This design comes from an exercise in tuning for small area, a short achievable clock period and few clock cycles per item on the open sky130 flow, not from production work.
In this exercise RTL edits were held to simulation tests only and were not proved equivalent to the original.

==> 09-19: inputs <==
## line_follow_pid_steering
module line_follow_pid_steering #(
	parameter int unsigned SENSOR_COUNT = 8
) (
	input  logic                                 clk,
	input  logic                                 arst_n,
	input  logic                                 sensor_valid,
	output logic                                 sensor_ready,
	input  logic [lfps_pkg::SENSORS_MAX-1:0]     sensor_bits,
	output logic                                 wheel_valid,
	input  logic                                 wheel_ready,
	output logic [lfps_pkg::SPEED_W-1:0]         left_drive,
	output logic [lfps_pkg::SPEED_W-1:0]         right_drive,
	output logic [lfps_pkg::ERR_W-1:0]           error_out,
	input  logic                                 psel,
	input  logic                                 penable,
	input  logic                                 pwrite,
	input  logic [lfps_pkg::APB_ADDR_W-1:0]      paddr,
	input  logic [lfps_pkg::APB_DATA_W-1:0]      pwdata,
	output logic [lfps_pkg::APB_DATA_W-1:0]      prdata,
	output logic                                 pready
);
clock: 9.0 ns
lec_check: 0
abc_clock_period_in_ps: 4500
cap_margin: 20
core_margin: 2
core_utilization: 40
setup_slack_margin: 4
slew_margin: 20
run.sh (not shown) runs the stock make flow with config.mk's settings and CLKGATE_MAP_FILE= SYNTH_SCRIPT=/design/flow/synth_recipe.tcl, a recipe that flattens the netlist after the stock synthesis.
==> 02-21 (differences from 09-19) <==
--- a/flow/design.v
+++ b/flow/design.v
@@ -216,115 +216,93 @@
 	logic               pe_nz_q, pe_frac_q;
 	logic signed [15:0] integ_q;
 	logic signed [11:0] s2_raw_q;
 	logic               s2_ez_q;
 	logic signed [12:0] s2_de_q;
-	logic signed [11:0] raw, e, e_f;
+	logic signed [11:0] raw, e;
 	logic               e_fr, e_nz, flip;
 	logic [1:0]         cls;
-	logic [14:0]        hi_0, hi_1, hi_2;
-	logic [15:0]        lo_0, lo_1, lo_2;
+	logic signed [3:0]  d0;
+	logic signed [4:0]  d1;
+	logic [15:0]        lim;
+	logic [14:0]        hi;
+	logic [15:0]        lo_mag;
 	logic signed [12:0] ih, ih_m, ih_p;
-	logic signed [3:0]  df0;
-	logic signed [16:0] t_p, t_fn, t_f;
-	logic               gt_p, lt_p, gt_fn, lt_fn, gt_f, lt_f;
-	logic               gt, lt;
-	logic signed [16:0] t;
-	logic [14:0]        hi_sel, hi_f;
-	logic [15:0]        lo_sel, lo_f;
+	logic signed [17:0] dhi, dlo;
+	logic signed [13:0] dhi_h, dlo_h;
+	logic               dhi_neg_m, dhi_neg_0, dhi_neg_p;
+	logic               dlo_neg_m, dlo_neg_0, dlo_neg_p;
+	logic signed [5:0]  l0, l1, h0, h1, g0, g1;
+	logic signed [12:0] hs0, hs1;
+	logic signed [16:0] a0, a1, t_nf, t_f, t;
+	logic               sel1, gt0, gt1, lt0, lt1;
+	logic               gt_nf, lt_nf, gt_f, lt_f, gt, lt;
 	logic signed [15:0] integ_new;
-	task automatic integ_step(
-		input  logic signed [3:0]  d0,
-		input  logic               fr,
-		input  logic [1:0]         c,
-		output logic signed [16:0] tt,
-		output logic               gt_o,
-		output logic               lt_o
-	);
-		logic signed [4:0]  d1;
-		logic signed [5:0]  l0, l1;
-		logic signed [12:0] hs0, hs1;
-		logic signed [16:0] a0, a1;
-		logic               sel;
-		logic [14:0]        hv;
-		logic [15:0]        lv;
-		logic signed [17:0] dh, dl;
-		logic signed [5:0]  sh0, sh1, sl0, sl1;
-		logic               h_pos, h_neg, l_pos, l_neg;
-		logic               g0, g1, k0, k1;
+	function automatic logic neg_plus(input logic signed [13:0] x, input logic signed [5:0] c_from);
+		logic nm, n0, np;
+		nm = x[13] || (x == 14'sd0);
+		n0 = x[13];
+		np = x[13] && (x != -14'sd1);
+		if (c_from < 0) begin
+			neg_plus = nm;
+		end else if (c_from > 6'sd15) begin
+			neg_plus = np;
+		end else begin
+			neg_plus = n0;
+		end
+	endfunction
+	always_comb begin
+		raw  = m_found ? m_mean : pe_q;
+		e    = m_found ? (m_db ? 12'sd0 : m_mean) : pe_q;
+		e_fr = m_found ? m_efr : pe_frac_q;
+		e_nz = m_found ? !m_db : pe_nz_q;
+		cls  = m_found ? m_cls : pe_cls_q;
+		flip = m_found && !m_db && ((pe_nz_q && !pe_q[11] && m_neg) || (pe_q[11] && !m_neg));
+		d0   = e[11:8];
 		d1   = 5'(d0) + 5'sd1;
+		unique case (cls)
+			2'd2:    lim = cfg.integral_limits[47:32];
+			2'd1:    lim = cfg.integral_limits[31:16];
+			default: lim = cfg.integral_limits[15:0];
+		endcase
+		hi     = lim[15] ? 15'h7FFF : lim[14:0];
+		lo_mag = lim[15] ? 16'h8000 : lim;
+		ih   = 13'($signed(integ_q[15:4]));
+		ih_m = ih - 13'sd1;
+		ih_p = ih + 13'sd1;
 		l0   = $signed({2'b00, integ_q[3:0]}) + 6'(d0);
 		l1   = $signed({2'b00, integ_q[3:0]}) + 6'(d1);
 		hs0  = l0[5] ? ih_m : (l0[4] ? ih_p : ih);
 		hs1  = l1[5] ? ih_m : (l1[4] ? ih_p : ih);
 		a0   = {hs0, l0[3:0]};
 		a1   = {hs1, l1[3:0]};
-		sel  = hs0[12] && fr;
-		tt   = sel ? a1 : a0;
-		hv   = c[1] ? hi_2 : (c[0] ? hi_1 : hi_0);
-		lv   = c[1] ? lo_2 : (c[0] ? lo_1 : lo_0);
-		dh    = 18'(integ_q) + 18'($signed(~{3'b000, hv}));
-		dl    = 18'(integ_q) + 18'($signed({2'b00, lv}));
-		h_pos = !dh[17] && (dh[16:3] != 14'h0000);
-		h_neg = dh[17] && (dh[16:3] != 14'h3FFF);
-		l_pos = !dl[17] && (dl[16:3] != 14'h0000);
-		l_neg = dl[17] && (dl[16:3] != 14'h3FFF);
-		sh0   = 6'($signed({dh[17], dh[2:0]})) + 6'(d0);
-		sh1   = 6'($signed({dh[17], dh[2:0]})) + 6'(d1);
-		sl0   = 6'($signed({dl[17], dl[2:0]})) + 6'(d0);
-		sl1   = 6'($signed({dl[17], dl[2:0]})) + 6'(d1);
-		g0    = h_pos || (!h_neg && !sh0[5]);
-		g1    = h_pos || (!h_neg && !sh1[5]);
-		k0    = l_neg || (!l_pos && sl0[5]);
-		k1    = l_neg || (!l_pos && sl1[5]);
-		gt_o  = sel ? g1 : g0;
-		lt_o  = sel ? k1 : k0;
-	endtask
-	always_comb begin
-		hi_0 = cfg.integral_limits[15] ? 15'h7FFF : cfg.integral_limits[14:0];
-		hi_1 = cfg.integral_limits[31] ? 15'h7FFF : cfg.integral_limits[30:16];
-		hi_2 = cfg.integral_limits[47] ? 15'h7FFF : cfg.integral_limits[46:32];
-		lo_0 = cfg.integral_limits[15] ? 16'h8000 : cfg.integral_limits[15:0];
-		lo_1 = cfg.integral_limits[31] ? 16'h8000 : cfg.integral_limits[31:16];
-		lo_2 = cfg.integral_limits[47] ? 16'h8000 : cfg.integral_limits[47:32];
-		ih   = 13'($signed(integ_q[15:4]));
-		ih_m = ih - 13'sd1;
-		ih_p = ih + 13'sd1;
-		e_f  = m_db ? 12'sd0 : m_mean;
-		raw  = m_found ? m_mean : pe_q;
-		e    = m_found ? e_f : pe_q;
-		e_fr = m_found ? m_efr : pe_frac_q;
-		e_nz = m_found ? !m_db : pe_nz_q;
-		cls  = m_found ? m_cls : pe_cls_q;
-		flip = !m_db && ((pe_nz_q && !pe_q[11] && m_neg) || (pe_q[11] && !m_neg));
-		integ_step(pe_q[11:8], pe_frac_q, pe_cls_q, t_p, gt_p, lt_p);
-		integ_step(e_f[11:8], m_efr, m_cls, t_fn, gt_fn, lt_fn);
-		df0  = e_f[11:8];
-		t_f  = (e_f[11] && m_efr) ? 17'(5'(df0) + 5'sd1) : 17'(df0);
-		hi_f = m_cls[1] ? hi_2 : (m_cls[0] ? hi_1 : hi_0);
-		lo_f = m_cls[1] ? lo_2 : (m_cls[0] ? lo_1 : lo_0);
-		gt_f = t_f > $signed({2'b00, hi_f});
-		lt_f = t_f < -$signed({1'b0, lo_f});
-		if (!m_found) begin
-			t  = t_p;
-			gt = gt_p;
-			lt = lt_p;
-		end else if (flip) begin
-			t  = t_f;
-			gt = gt_f;
-			lt = lt_f;
-		end else begin
-			t  = t_fn;
-			gt = gt_fn;
-			lt = lt_fn;
-		end
-		hi_sel = cls[1] ? hi_2 : (cls[0] ? hi_1 : hi_0);
-		lo_sel = cls[1] ? lo_2 : (cls[0] ? lo_1 : lo_0);
+		sel1 = hs0[12] && e_fr;
+		t_nf = sel1 ? a1 : a0;
+		dhi   = 18'(integ_q) - 18'($signed({1'b0, hi})) - 18'sd1;
+		dlo   = 18'(integ_q) + 18'($signed({1'b0, lo_mag}));
+		dhi_h = dhi[17:4];
+		dlo_h = dlo[17:4];
+		h0    = $signed({2'b00, dhi[3:0]}) + 6'(d0);
+		h1    = $signed({2'b00, dhi[3:0]}) + 6'(d1);
+		g0    = $signed({2'b00, dlo[3:0]}) + 6'(d0);
+		g1    = $signed({2'b00, dlo[3:0]}) + 6'(d1);
+		gt0   = !neg_plus(dhi_h, h0);
+		gt1   = !neg_plus(dhi_h, h1);
+		lt0   = neg_plus(dlo_h, g0);
+		lt1   = neg_plus(dlo_h, g1);
+		gt_nf = sel1 ? gt1 : gt0;
+		lt_nf = sel1 ? lt1 : lt0;
+		t_f  = (e[11] && e_fr) ? 17'(d1) : 17'(d0);
+		gt_f = t_f > $signed({2'b00, hi});
+		lt_f = t_f < -$signed({1'b0, lo_mag});
+		t  = flip ? t_f : t_nf;
+		gt = flip ? gt_f : gt_nf;
+		lt = flip ? lt_f : lt_nf;
 		if (gt) begin
-			integ_new = $signed({1'b0, hi_sel});
+			integ_new = $signed({1'b0, hi});
 		end else if (lt) begin
-			integ_new = 16'(-$signed({1'b0, lo_sel}));
+			integ_new = 16'(-$signed({1'b0, lo_mag}));
 		end else begin
 			integ_new = 16'(t);
 		end
 	end
 	always_ff @(posedge clk or negedge arst_n) begin
@@ -344,11 +322,11 @@
 	end
 	always_ff @(posedge clk) begin
 		if (adv) begin
 			s2_raw_q <= raw;
 			s2_ez_q  <= m_found && m_db;
-			s2_de_q  <= m_found ? 13'(e_f) - 13'(pe_q) : 13'sd0;
+			s2_de_q  <= 13'(e) - 13'(pe_q);
 		end
 	end
 	logic signed [11:0] e3;
 	logic [40:8]        mac_a, mac_b;
 	logic               mac_c8;
@@ -406,22 +384,19 @@
 			s4_sv_q  <= sv;
 			s4_svf_q <= svf;
 			s4_raw_q <= s3_raw_q;
 		end
 	end
-	logic signed [16:0] lsum, rsum, k, lk, rk;
+	logic signed [16:0] lsum, rsum;
 	logic [14:0] lw, rw;
 	logic [14:0] l_q, r_q;
 	logic [11:0] err_q;
 	always_comb begin
-		k    = 17'($signed({2'b00, cfg.drive_cap})) - 17'($signed({2'b00, cfg.nominal_drive}));
 		lsum = 17'($signed({2'b00, cfg.nominal_drive})) + 17'(s4_sv_q);
 		rsum = 17'($signed({2'b00, cfg.nominal_drive})) + 17'(~s4_sv_q) + 17'(!s4_svf_q);
-		lk   = k + 17'(~s4_sv_q) + 17'sd1;    
-		rk   = k + 17'(s4_sv_q) + 17'(s4_svf_q);  
-		lw   = lsum[16] ? 15'd0 : (lk[16] ? cfg.drive_cap : lsum[14:0]);
-		rw   = rsum[16] ? 15'd0 : (rk[16] ? cfg.drive_cap : rsum[14:0]);
+		lw   = lsum[16] ? 15'd0 : ((lsum[15:0] > {1'b0, cfg.drive_cap}) ? cfg.drive_cap : lsum[14:0]);
+		rw   = rsum[16] ? 15'd0 : ((rsum[15:0] > {1'b0, cfg.drive_cap}) ? cfg.drive_cap : rsum[14:0]);
 	end
 	always_ff @(posedge clk) begin
 		if (adv) begin
 			l_q   <= lw;
 			r_q   <= rw;
==> 11-17 (differences from 09-19) <==
--- a/flow/design.v
+++ b/flow/design.v
@@ -61,28 +61,22 @@
 				lfps_pkg::REG_INTEG_LIMITS:  cfg_q.integral_limits <= pwdata[47:0];
 				default: ;
 			endcase
 		end
 	end
-	logic [47:0] rd_mux;
-	logic [47:0] rd_q;
 	always_comb begin
 		unique case (reg_idx)
-			lfps_pkg::REG_GAIN_P:        rd_mux = 48'(cfg_q.gain_p);
-			lfps_pkg::REG_GAIN_I:        rd_mux = 48'(cfg_q.gain_i);
-			lfps_pkg::REG_GAIN_D:        rd_mux = 48'(cfg_q.gain_d);
-			lfps_pkg::REG_NOMINAL_DRIVE: rd_mux = 48'(cfg_q.nominal_drive);
-			lfps_pkg::REG_DRIVE_CAP:     rd_mux = 48'(cfg_q.drive_cap);
-			lfps_pkg::REG_STEER_LIMIT:   rd_mux = 48'(cfg_q.steer_limit);
-			lfps_pkg::REG_INTEG_LIMITS:  rd_mux = cfg_q.integral_limits;
-			default:                     rd_mux = '0;
+			lfps_pkg::REG_GAIN_P:        prdata = 64'(cfg_q.gain_p);
+			lfps_pkg::REG_GAIN_I:        prdata = 64'(cfg_q.gain_i);
+			lfps_pkg::REG_GAIN_D:        prdata = 64'(cfg_q.gain_d);
+			lfps_pkg::REG_NOMINAL_DRIVE: prdata = 64'(cfg_q.nominal_drive);
+			lfps_pkg::REG_DRIVE_CAP:     prdata = 64'(cfg_q.drive_cap);
+			lfps_pkg::REG_STEER_LIMIT:   prdata = 64'(cfg_q.steer_limit);
+			lfps_pkg::REG_INTEG_LIMITS:  prdata = 64'(cfg_q.integral_limits);
+			default:                     prdata = '0;
 		endcase
 	end
-	always_ff @(posedge clk) begin
-		rd_q <= rd_mux;
-	end
-	assign prdata = {16'h0000, rd_q};
 endmodule
 module lfps_ctrl (
 	input  logic clk,
 	input  logic arst_n,
 	input  logic in_valid,
@@ -92,11 +86,11 @@
 	output logic adv,       
 	output logic skid_sel,  
 	output logic skid_load,
 	output logic upd        
 );
-	logic skid_q, v0_q, v1_q, v2_q, v3_q, v4_q, ov_q;
+	logic skid_q, v0_q, v1_q, v2_q, v3_q, v4_q, v5_q, ov_q;
 	logic in_fire;
 	assign in_ready  = !skid_q;
 	assign in_fire   = in_valid && !skid_q;
 	assign out_valid = ov_q;
 	assign adv       = !ov_q || out_ready;
@@ -109,19 +103,21 @@
 			v0_q   <= 1'b0;
 			v1_q   <= 1'b0;
 			v2_q   <= 1'b0;
 			v3_q   <= 1'b0;
 			v4_q   <= 1'b0;
+			v5_q   <= 1'b0;
 			ov_q   <= 1'b0;
 		end else if (adv) begin
 			skid_q <= 1'b0;
 			v0_q   <= skid_q || in_fire;
 			v1_q   <= v0_q;
 			v2_q   <= v1_q;
 			v3_q   <= v2_q;
 			v4_q   <= v3_q;
-			ov_q   <= v4_q;
+			v5_q   <= v4_q;
+			ov_q   <= v5_q;
 		end else if (in_fire) begin
 			skid_q <= 1'b1;
 		end
 	end
 endmodule
@@ -374,21 +370,33 @@
 			s3_c8_q  <= mac_c8;
 			s3_raw_q <= s2_raw_q;
 		end
 	end
 	logic [32:0]        acc;      
+	logic signed [24:0] s4_acc_q;
+	logic               s4_frac_q;
+	logic signed [11:0] s4_raw_q;
+	always_comb begin
+		acc = s3_a_q + s3_b_q + 33'(s3_c8_q);
+	end
+	always_ff @(posedge clk) begin
+		if (adv) begin
+			s4_acc_q  <= $signed(acc[32:8]);
+			s4_frac_q <= (acc[7:0] != 8'h00);
+			s4_raw_q  <= s3_raw_q;
+		end
+	end
 	logic signed [24:0] acc_hi;
 	logic signed [15:0] sl;
 	logic signed [15:0] sv;
 	logic               svf, hi_ovf, lo_ovf, at_sl;
 	logic [15:0]        lo_sum;
-	logic signed [15:0] s4_sv_q;
-	logic               s4_svf_q;
-	logic signed [11:0] s4_raw_q;
+	logic signed [15:0] s5_sv_q;
+	logic               s5_svf_q;
+	logic signed [11:0] s5_raw_q;
 	always_comb begin
-		acc    = s3_a_q + s3_b_q + 33'(s3_c8_q);
-		acc_hi = $signed(acc[32:8]);
+		acc_hi = s4_acc_q;
 		sl     = $signed({1'b0, cfg.steer_limit});
 		hi_ovf = !acc_hi[24] && ((acc_hi[23:15] != 9'h000) || (acc_hi[14:0] > sl[14:0]));
 		lo_sum = {1'b0, acc_hi[14:0]} + {1'b0, sl[14:0]};
 		lo_ovf = acc_hi[24] && ((acc_hi[23:15] != 9'h1FF) || !lo_sum[15]);
 		at_sl  = !acc_hi[24] && (acc_hi[23:15] == 9'h000) && (acc_hi[14:0] == sl[14:0]);
@@ -397,37 +405,37 @@
 		end else if (lo_ovf) begin
 			sv = -sl;
 		end else begin
 			sv = 16'(acc_hi);
 		end
-		svf = (acc[7:0] != 8'h00) && !hi_ovf && !lo_ovf && !at_sl;
+		svf = s4_frac_q && !hi_ovf && !lo_ovf && !at_sl;
 	end
 	always_ff @(posedge clk) begin
 		if (adv) begin
-			s4_sv_q  <= sv;
-			s4_svf_q <= svf;
-			s4_raw_q <= s3_raw_q;
+			s5_sv_q  <= sv;
+			s5_svf_q <= svf;
+			s5_raw_q <= s4_raw_q;
 		end
 	end
 	logic signed [16:0] lsum, rsum, k, lk, rk;
 	logic [14:0] lw, rw;
 	logic [14:0] l_q, r_q;
 	logic [11:0] err_q;
 	always_comb begin
 		k    = 17'($signed({2'b00, cfg.drive_cap})) - 17'($signed({2'b00, cfg.nominal_drive}));
-		lsum = 17'($signed({2'b00, cfg.nominal_drive})) + 17'(s4_sv_q);
-		rsum = 17'($signed({2'b00, cfg.nominal_drive})) + 17'(~s4_sv_q) + 17'(!s4_svf_q);
-		lk   = k + 17'(~s4_sv_q) + 17'sd1;    
-		rk   = k + 17'(s4_sv_q) + 17'(s4_svf_q);  
+		lsum = 17'($signed({2'b00, cfg.nominal_drive})) + 17'(s5_sv_q);
+		rsum = 17'($signed({2'b00, cfg.nominal_drive})) + 17'(~s5_sv_q) + 17'(!s5_svf_q);
+		lk   = k + 17'(~s5_sv_q) + 17'sd1;    
+		rk   = k + 17'(s5_sv_q) + 17'(s5_svf_q);  
 		lw   = lsum[16] ? 15'd0 : (lk[16] ? cfg.drive_cap : lsum[14:0]);
 		rw   = rsum[16] ? 15'd0 : (rk[16] ? cfg.drive_cap : rsum[14:0]);
 	end
 	always_ff @(posedge clk) begin
 		if (adv) begin
 			l_q   <= lw;
 			r_q   <= rw;
-			err_q <= s4_raw_q;
+			err_q <= s5_raw_q;
 		end
 	end
 	assign left_drive  = l_q;
 	assign right_drive = r_q;
 	assign error_out   = err_q;
ABC_AREA = 1   (was default)
ABC_CLOCK_PERIOD_IN_PS = default   (was 4500)
CORE_UTILIZATION = 50   (was 40)
TNS_END_PERCENT = 20   (was default)
==> qor summary <==
metric                                                     02-21       09-19       11-17
Worst endpoint data arrival time                         6.35 ns     6.07 ns     3.31 ns
Clk sink count                                               438         438         429
Core area                                              0.119 mm2   0.130 mm2  0.0963 mm2
Inverters                                                    481         521         944
Layout fillers                                             11.2k       12.4k        8957
Pre-CTS setup slack                                      1.67 ns     2.10 ns     2.49 ns
Cell count after synthesis                                  5527        6222        6070
Proportion of cell area spent on the clock network         3.13%       2.72%       3.00%
Vias in the first global route                             42.1k       45.6k       42.7k
First-pass GRT wire length                             262000 um   289000 um   266000 um
Sequential fraction of the synthesis area                  24.5%       22.4%       24.8%
Placer Congestion                                          0.976       0.966       0.988
Number of gates resized after cts                            431         295         253
Most common cell after layout, fill and taps aside         inv_1       inv_1     nand2_1
Status                          no timing/DRC/antenna violations  no timing/DRC/antenna violations  no timing/DRC/antenna violations
Headroom to the max-slew limit                             15.5%       22.9%       25.2%
Number of buffers and inverters on the critical path           3           4           4
Length of routed met3 wiring                            14800 um    20500 um    16700 um
Async set-reset flop share out of synthesis                41.1%       41.1%       42.2%
Critical Path Source Type                              flip-flop   flip-flop   input pin
Final period util                                          64.7%       61.1%       56.7%
Placed Instances                                            6966        7766        7302
Testbench counts of 09-19, summed over its fixed seeds: cycles 2,096, items 2,048.
Testbench counts of 02-21, summed over its fixed seeds: cycles 2,096, items 2,048.
Testbench counts of 11-17, summed over its fixed seeds: cycles 2,104, items 2,048.

==> afterwards: timing with drivers on the ports <==
The flow's constraints put no driver on any port. The routed layouts listed below were extracted and timed again, unchanged, in two steps.
Step 1 sets driving cells, clkbuf_16 on the clock port and buf_2 on the other inputs (assumed; they add their load-dependent delay and slew).
Step 2, shift: input delay + t, output delay - t, t = (earliest + latest rising clock arrival at the registers) / 2. This alone moves slack from input paths to output paths.
Slacks: no drivers / after step 1 / after step 2; pairs: no drivers / after step 1.
run | shift t [ns] | setup slack, ns | worst setup path at the end | worst slew at a driven data input, ns
09-19 | 0.744 | 3.505 / 3.505 / 3.505 | register to register | 0.10
02-21 | 0.722 | 3.174 / 3.174 / 3.174 | register to register | 0.09
11-17 | 0.716 | 3.893 / 3.864 / 3.864 | input to output | 0.08
After both steps every run listed still meets setup and hold. The setup slack of 11-17, which loses most, moves by -0.029 ns with the drivers and by -0.029 ns with both steps.
